From an optimization exercise on the open Yosys and OpenROAD flow, aimed at small area, a short achievable clock period and few clock cycles per item; shortcuts taken in it are not production practice.
In this exercise RTL edits were held to simulation tests only and were not proved equivalent to the original.
Power and IR drop assume default switching activity.

<file path="flow/run.sh">
#!/bin/bash
# synth_recipe.tcl (not shown) runs the flow's synth.tcl, then flattens the netlist and writes it again
# the make line also repeats each setting of config.mk as NAME=value (left out here)
make -C /OpenROAD-flow-scripts/flow DESIGN_CONFIG=/design/flow/config.mk WORK_HOME=/design/flow/orfs CLKGATE_MAP_FILE= SYNTH_SCRIPT=/design/flow/synth_recipe.tcl finish
</file>
<file path="flow/config.mk">
export PLATFORM = sky130hd
export DESIGN_NAME = option_path_payoff_engine_top
export DESIGN_NICKNAME = option_path_payoff_engine_top
export VERILOG_FILES = /design/flow/design.v
export SDC_FILE = /design/flow/constraint.sdc
export NUM_CORES = 4
export LEC_CHECK = 0
export CAP_MARGIN = 20
export CORE_MARGIN = 2
export CORE_UTILIZATION = 40
export SLEW_MARGIN = 20
</file>
<file path="flow/constraint.sdc">
create_clock -name core_clock -period 13.0 [get_ports {i_clk}]
set_input_delay 2.6000 -clock core_clock [delete_from_list [all_inputs] [get_ports {i_clk}]]
set_output_delay 2.6000 -clock core_clock [all_outputs]
set_load 0.01 [all_outputs]
</file>
<file path="flow/design.v">
package oppe_pkg;
    typedef struct packed {
        logic [31:0] price;
        logic        last_step;
        logic        clear_totals;
    } t_in_item;
    typedef struct packed {
        logic [41:0] path_payoff;
        logic [10:0] path_entries;
        logic [62:0] total_payoff;
        logic [39:0] total_entries;
    } t_out_item;
    localparam logic [2:0] CFG_KIND    = 3'd0;
    localparam logic [2:0] CFG_STYLE   = 3'd1;
    localparam logic [2:0] CFG_MODE    = 3'd2;
    localparam logic [2:0] CFG_STRIKE  = 3'd3;
    localparam logic [2:0] CFG_BARRIER = 3'd4;
    localparam logic [2:0] CFG_DISC    = 3'd5;
    localparam logic [2:0] MODE_PLAIN = 3'd0;
    localparam logic [2:0] MODE_AS_FP = 3'd1;
    localparam logic [2:0] MODE_AS_FS = 3'd2;
    localparam logic [2:0] MODE_BA_UI = 3'd3;
    localparam logic [2:0] MODE_BA_UO = 3'd4;
    localparam logic [2:0] MODE_BA_DI = 3'd5;
    localparam logic [2:0] MODE_BA_DO = 3'd6;
    localparam logic STYLE_EU = 1'b0;
    localparam logic STYLE_AM = 1'b1;
    localparam logic KIND_CALL = 1'b0;
    localparam logic KIND_PUT  = 1'b1;
    localparam logic [41:0] M42 = {42{1'b1}};
    localparam logic [62:0] M63 = {63{1'b1}};
    localparam logic [39:0] M40 = {40{1'b1}};
    localparam logic [31:0] ONE_Q131 = 32'h8000_0000;
endpackage
module oppe_divider #(
    parameter int CW = 11
) (
    input  logic          i_clk,
    input  logic          i_rst_n,
    input  logic          i_start,
    input  logic [41:0]   i_num,
    input  logic [CW-1:0] i_den,
    output logic          o_done,
    output logic [41:0]   o_quo
);
    localparam int NB = 42;
    localparam logic [5:0] LASTBIT = 6'(NB - 1);
    logic [41:0]   r_quo;
    logic [CW:0]   r_rem;
    logic [5:0]    r_bit;
    logic          r_busy;
    logic          r_done;
    logic [CW:0]   w_sh;
    logic [CW:0]   w_den;
    assign w_den = {1'b0, i_den};
    assign w_sh  = {r_rem[CW-1:0], r_quo[41]};
    always_ff @(posedge i_clk) begin
        if (!i_rst_n) begin
            r_busy <= 1'b0;
            r_done <= 1'b0;
        end else begin
            r_done <= 1'b0;
            if (i_start) begin
                r_busy <= 1'b1;
                r_bit  <= LASTBIT;
            end else if (r_busy) begin
                if (r_bit == '0) begin
                    r_busy <= 1'b0;
                    r_done <= 1'b1;
                end
                r_bit <= r_bit - 6'd1;
            end
        end
    end
    always_ff @(posedge i_clk) begin
        if (i_start) begin
            r_quo <= i_num;
            r_rem <= '0;
        end else if (r_busy) begin
            if (w_sh >= w_den) begin
                r_rem <= w_sh - w_den;
                r_quo <= {r_quo[40:0], 1'b1};
            end else begin
                r_rem <= w_sh;
                r_quo <= {r_quo[40:0], 1'b0};
            end
        end
    end
    assign o_done = r_done;
    assign o_quo  = r_quo;
endmodule
module option_path_payoff_engine_top #(
    parameter int MAX_STEPS = 1024
) (
    input  logic        i_clk,
    input  logic        i_rst_n,
    input  logic        i_in_valid,
    output logic        o_in_stall,
    input  logic [31:0] i_in_price,
    input  logic        i_in_last,
    input  logic        i_in_clear,
    output logic        o_out_valid,
    input  logic        i_out_stall,
    output logic [41:0] o_path_payoff,
    output logic [10:0] o_path_entries,
    output logic [62:0] o_total_payoff,
    output logic [39:0] o_total_entries,
    input  logic        i_cfg_we,
    input  logic [2:0]  i_cfg_index,
    input  logic [31:0] i_cfg_data
);
    localparam int CW = $clog2(MAX_STEPS + 1);
    localparam logic [CW-1:0] LIM = CW'(MAX_STEPS);
    localparam logic [2:0] S_IDLE = 3'd0;
    localparam logic [2:0] S_DISC = 3'd1;
    localparam logic [2:0] S_DIV  = 3'd2;
    localparam logic [2:0] S_GAIN = 3'd3;
    localparam logic [2:0] S_ACC  = 3'd4;
    localparam logic [2:0] S_FIN  = 3'd5;
    localparam logic [2:0] S_DUPD = 3'd6;
    logic        r_kind, r_style;
    logic [2:0]  r_mode;
    logic [31:0] r_strike, r_barrier, r_sdisc;
    logic [2:0]    r_state;
    logic [CW-1:0] r_cnt;
    logic [41:0]   r_sum;
    logic [31:0]   r_disc;
    logic          r_crossed;
    logic [41:0]   r_pacc;
    logic [62:0]   r_tot;
    logic [39:0]   r_tent;
    logic [31:0]   r_price;
    logic          r_last;
    logic [31:0]   r_avg;
    logic [41:0]   r_dgain;
    logic          r_ovalid;
    oppe_pkg::t_out_item     r_out;
    logic [31:0] w_ma, w_mb;
    logic [63:0] r_prod;
    logic [32:0] w_mq;
    logic        w_div_start, w_div_done;
    logic [41:0] w_quo;
    logic [31:0] w_gain;
    logic        w_in_mode, w_out_mode, w_end;
    logic [42:0] w_psum, w_pacc;
    logic [41:0] w_pnew;
    logic [41:0] w_val;
    logic [63:0] w_tsum;
    logic [40:0] w_esum;
    logic [39:0] w_ent;
    logic        w_fin_hold, w_load;
    assign w_in_mode  = (r_mode == oppe_pkg::MODE_BA_UI) || (r_mode == oppe_pkg::MODE_BA_DI);
    assign w_out_mode = (r_mode == oppe_pkg::MODE_BA_UO) || (r_mode == oppe_pkg::MODE_BA_DO);
    always_comb begin
        case (r_mode)
            oppe_pkg::MODE_AS_FP: w_gain = r_kind ? ((r_avg > r_price) ? r_avg - r_price : '0)
                                        : ((r_price > r_avg) ? r_price - r_avg : '0);
            oppe_pkg::MODE_AS_FS: w_gain = r_kind ? ((r_strike > r_avg) ? r_strike - r_avg : '0)
                                        : ((r_avg > r_strike) ? r_avg - r_strike : '0);
            default:    w_gain = r_kind ? ((r_strike > r_price) ? r_strike - r_price : '0)
                                        : ((r_price > r_strike) ? r_price - r_strike : '0);
        endcase
    end
    assign w_ma = (r_state == S_DISC) ? r_disc : w_gain;
    assign w_mb = (r_state == S_DISC) ? r_sdisc : r_disc;
    assign w_mq = r_prod[63:31];
    assign w_div_start = (r_state == S_DISC);
    oppe_divider #(.CW(CW)) u_div (
        .i_clk   (i_clk),
        .i_rst_n (i_rst_n),
        .i_start (w_div_start),
        .i_num   (r_sum),
        .i_den   (r_cnt),
        .o_done  (w_div_done),
        .o_quo   (w_quo)
    );
    assign w_end  = r_last || (r_cnt >= LIM);
    assign w_pacc = {1'b0, r_pacc} + {1'b0, r_dgain};
    assign w_pnew = (r_style == oppe_pkg::STYLE_AM && (!w_in_mode || r_crossed))
                  ? (w_pacc[42] ? oppe_pkg::M42 : w_pacc[41:0]) : r_pacc;
    always_comb begin
        if (r_style == oppe_pkg::STYLE_EU) begin
            if (w_in_mode)       w_val = r_crossed ? r_dgain : '0;
            else if (w_out_mode) w_val = r_crossed ? '0 : r_dgain;
            else                 w_val = r_dgain;
            w_ent = 40'd1;
        end else begin
            w_val = (w_out_mode && r_crossed) ? '0 : w_pnew;
            w_ent = 40'(r_cnt);
        end
    end
    assign w_tsum = {1'b0, r_tot} + {22'd0, w_val};
    assign w_esum = {1'b0, r_tent} + {1'b0, w_ent};
    assign w_psum = {1'b0, r_sum} + {11'd0, i_in_price};
    assign w_fin_hold = w_end && r_ovalid && i_out_stall;
    assign w_load     = (r_state == S_FIN) && w_end && !w_fin_hold;
    always_ff @(posedge i_clk) begin
        r_prod <= w_ma * w_mb;
    end
    always_ff @(posedge i_clk) begin
        if (!i_rst_n) begin
            r_kind <= 1'b0; r_style <= oppe_pkg::STYLE_EU; r_mode <= oppe_pkg::MODE_PLAIN;
            r_strike <= '0; r_barrier <= '0; r_sdisc <= oppe_pkg::ONE_Q131;
        end else if (i_cfg_we) begin
            unique case (i_cfg_index)
                oppe_pkg::CFG_KIND:    r_kind    <= i_cfg_data[0];
                oppe_pkg::CFG_STYLE:   r_style   <= i_cfg_data[0];
                oppe_pkg::CFG_MODE:    r_mode    <= i_cfg_data[2:0];
                oppe_pkg::CFG_STRIKE:  r_strike  <= i_cfg_data;
                oppe_pkg::CFG_BARRIER: r_barrier <= i_cfg_data;
                oppe_pkg::CFG_DISC:    r_sdisc   <= i_cfg_data;
                default: ;
            endcase
        end
    end
    always_ff @(posedge i_clk) begin
        if (!i_rst_n) begin
            r_state <= S_IDLE; r_cnt <= '0; r_sum <= '0; r_disc <= oppe_pkg::ONE_Q131;
            r_crossed <= 1'b0; r_pacc <= '0; r_tot <= '0; r_tent <= '0;
            r_ovalid <= 1'b0;
        end else begin
            if (w_load)                        r_ovalid <= 1'b1;
            else if (r_ovalid && !i_out_stall) r_ovalid <= 1'b0;
            unique case (r_state)
                S_IDLE: begin
                    if (i_in_valid && !o_in_stall) begin
                        if (i_in_clear) begin
                            r_tot <= '0; r_tent <= '0;
                        end
                        r_price <= i_in_price;
                        r_last  <= i_in_last;
                        r_cnt   <= r_cnt + CW'(1);
                        r_sum   <= w_psum[42] ? oppe_pkg::M42 : w_psum[41:0];
                        if ((r_mode == oppe_pkg::MODE_BA_UI || r_mode == oppe_pkg::MODE_BA_UO)
                                && i_in_price >= r_barrier)
                            r_crossed <= 1'b1;
                        if ((r_mode == oppe_pkg::MODE_BA_DI || r_mode == oppe_pkg::MODE_BA_DO)
                                && i_in_price <= r_barrier)
                            r_crossed <= 1'b1;
                        r_state <= S_DISC;
                    end
                end
                S_DISC: r_state <= S_DUPD;
                S_DUPD: begin
                    r_disc  <= (w_mq[32]) ? '1 : w_mq[31:0];
                    r_state <= S_DIV;
                end
                S_DIV: begin
                    if (w_div_done) begin
                        r_avg   <= (w_quo[41:32] != '0) ? '1 : w_quo[31:0];
                        r_state <= S_GAIN;
                    end
                end
                S_GAIN: r_state <= S_ACC;
                S_ACC: begin
                    r_dgain <= 42'(r_prod[63:31]);
                    r_state <= S_FIN;
                end
                S_FIN: begin
                    if (!w_fin_hold) begin
                        if (w_end) begin
                            r_out.path_payoff   <= w_val;
                            r_out.path_entries  <= 11'(w_ent);
                            r_out.total_payoff  <= w_tsum[63] ? oppe_pkg::M63 : w_tsum[62:0];
                            r_out.total_entries <= w_esum[40] ? oppe_pkg::M40 : w_esum[39:0];
                            r_tot  <= w_tsum[63] ? oppe_pkg::M63 : w_tsum[62:0];
                            r_tent <= w_esum[40] ? oppe_pkg::M40 : w_esum[39:0];
                            r_cnt <= '0; r_sum <= '0; r_disc <= oppe_pkg::ONE_Q131;
                            r_crossed <= 1'b0; r_pacc <= '0;
                        end else begin
                            r_pacc <= w_pnew;
                        end
                        r_state <= S_IDLE;
                    end
                end
                default: r_state <= S_IDLE;
            endcase
        end
    end
    assign o_in_stall  = (r_state != S_IDLE);
    assign o_out_valid = r_ovalid;
    assign o_path_payoff   = r_out.path_payoff;
    assign o_path_entries  = r_out.path_entries;
    assign o_total_payoff  = r_out.total_payoff;
    assign o_total_entries = r_out.total_entries;
endmodule
</file>
==> out/qor.csv <==
stage;metric;value;unit
status;status;timing/DRC/antenna clean;
global_route;grt_pass1_vias;68390;
cts;cts.sinks;684;
global_route;antenna_found_initial;12;
final_layout;post-route-util;45.02;%
timing;rsz0062_at_grt;false;
cts;ctsHoldBuffers;0;
final_layout;syn_to_final_growth;11.52;%
routing;wl_per_cell;25.87;µm
synth;synth_cell_types;96;
setup_path;required;13610;ps
final_layout;design_area;86880;µm²
global_route;grt_pass1_wl;451800;µm
synth;netlist_top_cells_area;fa_1, edfxtp_1, ha_1;
final_layout;nNetsFinal;10810;
global_route;grtUsageTotal;30.45;%
timing;slew_headroom;23.37;%
routing;ant_nets;0;
synth;synth_area;77900;µm²
setup_path;crit_fanout;10;
final_layout;drive_gt1_share;6.487;%
global_route;grt_max_degree;149;
cts;cts_tree;built;
cts;cts.htree.levels;3;
pwr;p_leak;38.92;nW
routing;dr.pass1.iters;6;
die;ioPinCount;232;
placed_design;portBuffers;231;
timing;setup_violations;0;
min_path;hold_class;reg2reg;
timing;fin_skew;48.58;ps
global_route;grt-ovfl-total;0;
pwr;power_density;90.12;nW/µm²
cts;clk_latency;720;ps
timing;hold_ws;455.0;ps
timing;hold_viol_final;0;
synth;yosysWarnings;2;
setup_path;cpPeakStageDelay;670;ps
routing;vias_per_cell;5.844;
timing;timing.fmax;79.31;MHz
cts;cts_buffers;80;
die;dieHeight;445.3;µm
cts;clockBufferDepth;3;
setup_path;cp-start-kind;flip-flop;
setup_path;cp.arrival;13220;ps
synth;synth_common_cells;inv_1, nand2_1, fa_1;
timing;finalCritPeriodShare;96.99;%
die;num_rows;161;
synth;ys_ff_latch;684;
synth;syn_inst;9107;
setup_path;cpMostUsedCell;fa_1;
cts;cts_resized;0;
synth;yosys.area.top_type;fa_1;
placed_design;placed_area;84130;µm²
cts;clkTransAtPathRegs;70;ps
die;core;193000;µm²
cts;post_cts_buffers;0;
setup_path;critPathTopFamily;compound AO/OA/AOI/OAI gates;
synth;async_reset_ff_share;0;%
setup_path;crit_path_top_delay_cell;a21oi_1;
routing;drc;0;
timing;fin_setup_tns;0;ps
timing;slew_viol_final;0;
synth;avgSynthCellArea;8.554;µm²
setup_path;cp-end-kind;flip-flop;
placed_design;place.gp.congestion;1.019;
timing;period_needed;12610;ps
die;start_util;40.37;%
setup_path;crit_type;reg2reg;
routing;drtIter0Drc;7228;
routing;totalWireLength;305700;µm
run;drv_cap;0;
synth;syn-num-nets;10700;
synth;synth_edf_count;302;
pwr;ir_worst_vdd;0.09543;mV
synth;ys.flop_type;dfxtp_1;
synth;synth-seq-area-share;21.46;%
setup_path;cp.buffers_inverters;6;
placed_design;hpwl;239900;µm
die;die_w;445.3;µm
cts;cts_root_buf;clkbuf_16;
die;dieArea;198300;µm²
timing;tightest_slew;1118;ps
routing;vias;69040;
synth;yosys.area.top_type_share;23.28;%
synth;synth.most_common_cell;inv_1;
metal layers:
layer | up-vias | global-route usage [%] | part of all wire, %
li1 | 30710 | - | -
met2 | 3370 | 46.53 | 43
met1 | 34400 | 41.57 | 42
met5 | - | 0 | 0.010
met3 | 557 | 6.863 | 9.7
met4 | 6 | 12.48 | 4.8
flip-flops by register name, summed over array words and instances (netlist names), 33 cells and up:
signal,count
r_tent,40
r_pacc,42
r_sum,42
u_div.r_quo,42
r_tot,63
r_dgain,33
r_prod,33
r_out,156
metrics by stage:
| stage | setup WS [ps] | instances | total power [mW] |
|---|---|---|---|
| floorplan | 2759 | 9107 | 4.189 |
| global placement | 691.5 | 11660 | 5.397 |
| detailed placement | 707.3 | 11660 | 5.419 |
| CTS | 704.8 | 11810 | 7.809 |
| global route | 27.65 | 11810 | 8.174 |
| finish | 390.8 | 11820 | 7.830 |
cell type report:
cell class              instances  area (µm²)
inverters                    1257        4733
clock buffers                 103        2178
multi-input cells            6670       54910
clock inverters                47       540.5
flip-flops and latches        684       16720
well taps                    2526        3161
repair buffers                519        4612
diodes                          9       22.52
fillers                     18950      106100
report_power, final:
group          switching (mW)  internal [mW]
Clock                    1.03           1.33
Combinational            1.90           1.01
Sequential              0.155           2.40
Total                    3.09           4.74
worst paths after layout:
check                                    end  cells past startpoint  slack [ps]                       start
hold / removal    r_barrier[10]$_SDFFE_PN0P_                      2         450  r_barrier[10]$_SDFFE_PN0P_
setup / recovery          r_prod[59]$_DFF_P_                     39         390        r_price[9]$_DFFE_PP_
hold reg to reg   r_barrier[10]$_SDFFE_PN0P_                      2         450  r_barrier[10]$_SDFFE_PN0P_
setup reg to reg          r_prod[59]$_DFF_P_                     39         390        r_price[9]$_DFFE_PP_
layout by cell type (no fill, tap or decap), types with 116 or more instances in the layout:
cell type / instances
xnor2_1: 116
fa_1: 906
clkdlybuf4s50_1: 231
and2_1: 173
a21o_1: 234
edfxtp_1: 302
o21ai_0: 316
ha_1: 616
buf_4: 277
nand3_1: 179
nor2_1: 699
inv_1: 1253
nand2_1: 1166
a21oi_1: 641
dfxtp_1: 382
worst reg2reg max path: cells and delay by family (launching register included):
family,cells,cell delay (ps)
AOI/OAI and AO/OA,19,5710
buffers and inverters,6,650
and+or+nand+nor,3,670
DFF,1,380
xor gates and xnor gates,1,130
adders and majority gates,10,5000
logic make-up after synthesis:
group,count (synthesis),share of synthesized area (%)
compound gates,2089,17.69
mux,52,0.6778
simple gates,2819,16.34
flops,684,21.46
buf+inv,1753,8.549
fa+ha+maj,1522,33.17
xor+xnor,188,2.114
Testbench counts, summed over its fixed seeds: cycles 653,120, steps 13,604.

re-timing with driven ports:
How much do the figures lean on ideal ports? The routed layout below was timed once more, with nothing changed but the port constraints.
Step 1 assumes that a clkbuf_16 drives the clock port and a buf_2 every other input.
Step 2, shift: input delay + t, output delay - t, t = (earliest + latest rising clock arrival at the registers) / 2. This alone moves slack from input paths to output paths.
a / b / c = ideal ports / drivers / drivers and shift; a / b = the first two.
shift t [ns]: 0.769
setup slack, ns: 0.391 / 0.391 / 0.391
worst setup path at the end: register to register
latest minus earliest clock arrival (ns): 0.050 / 0.050
slew at the worst register clock pin (ns): 0.07 / 0.07
After both steps this run still meets setup and hold. For this run, drivers alone change the setup slack by 0.000 ns; drivers and shift together by 0.000 ns.
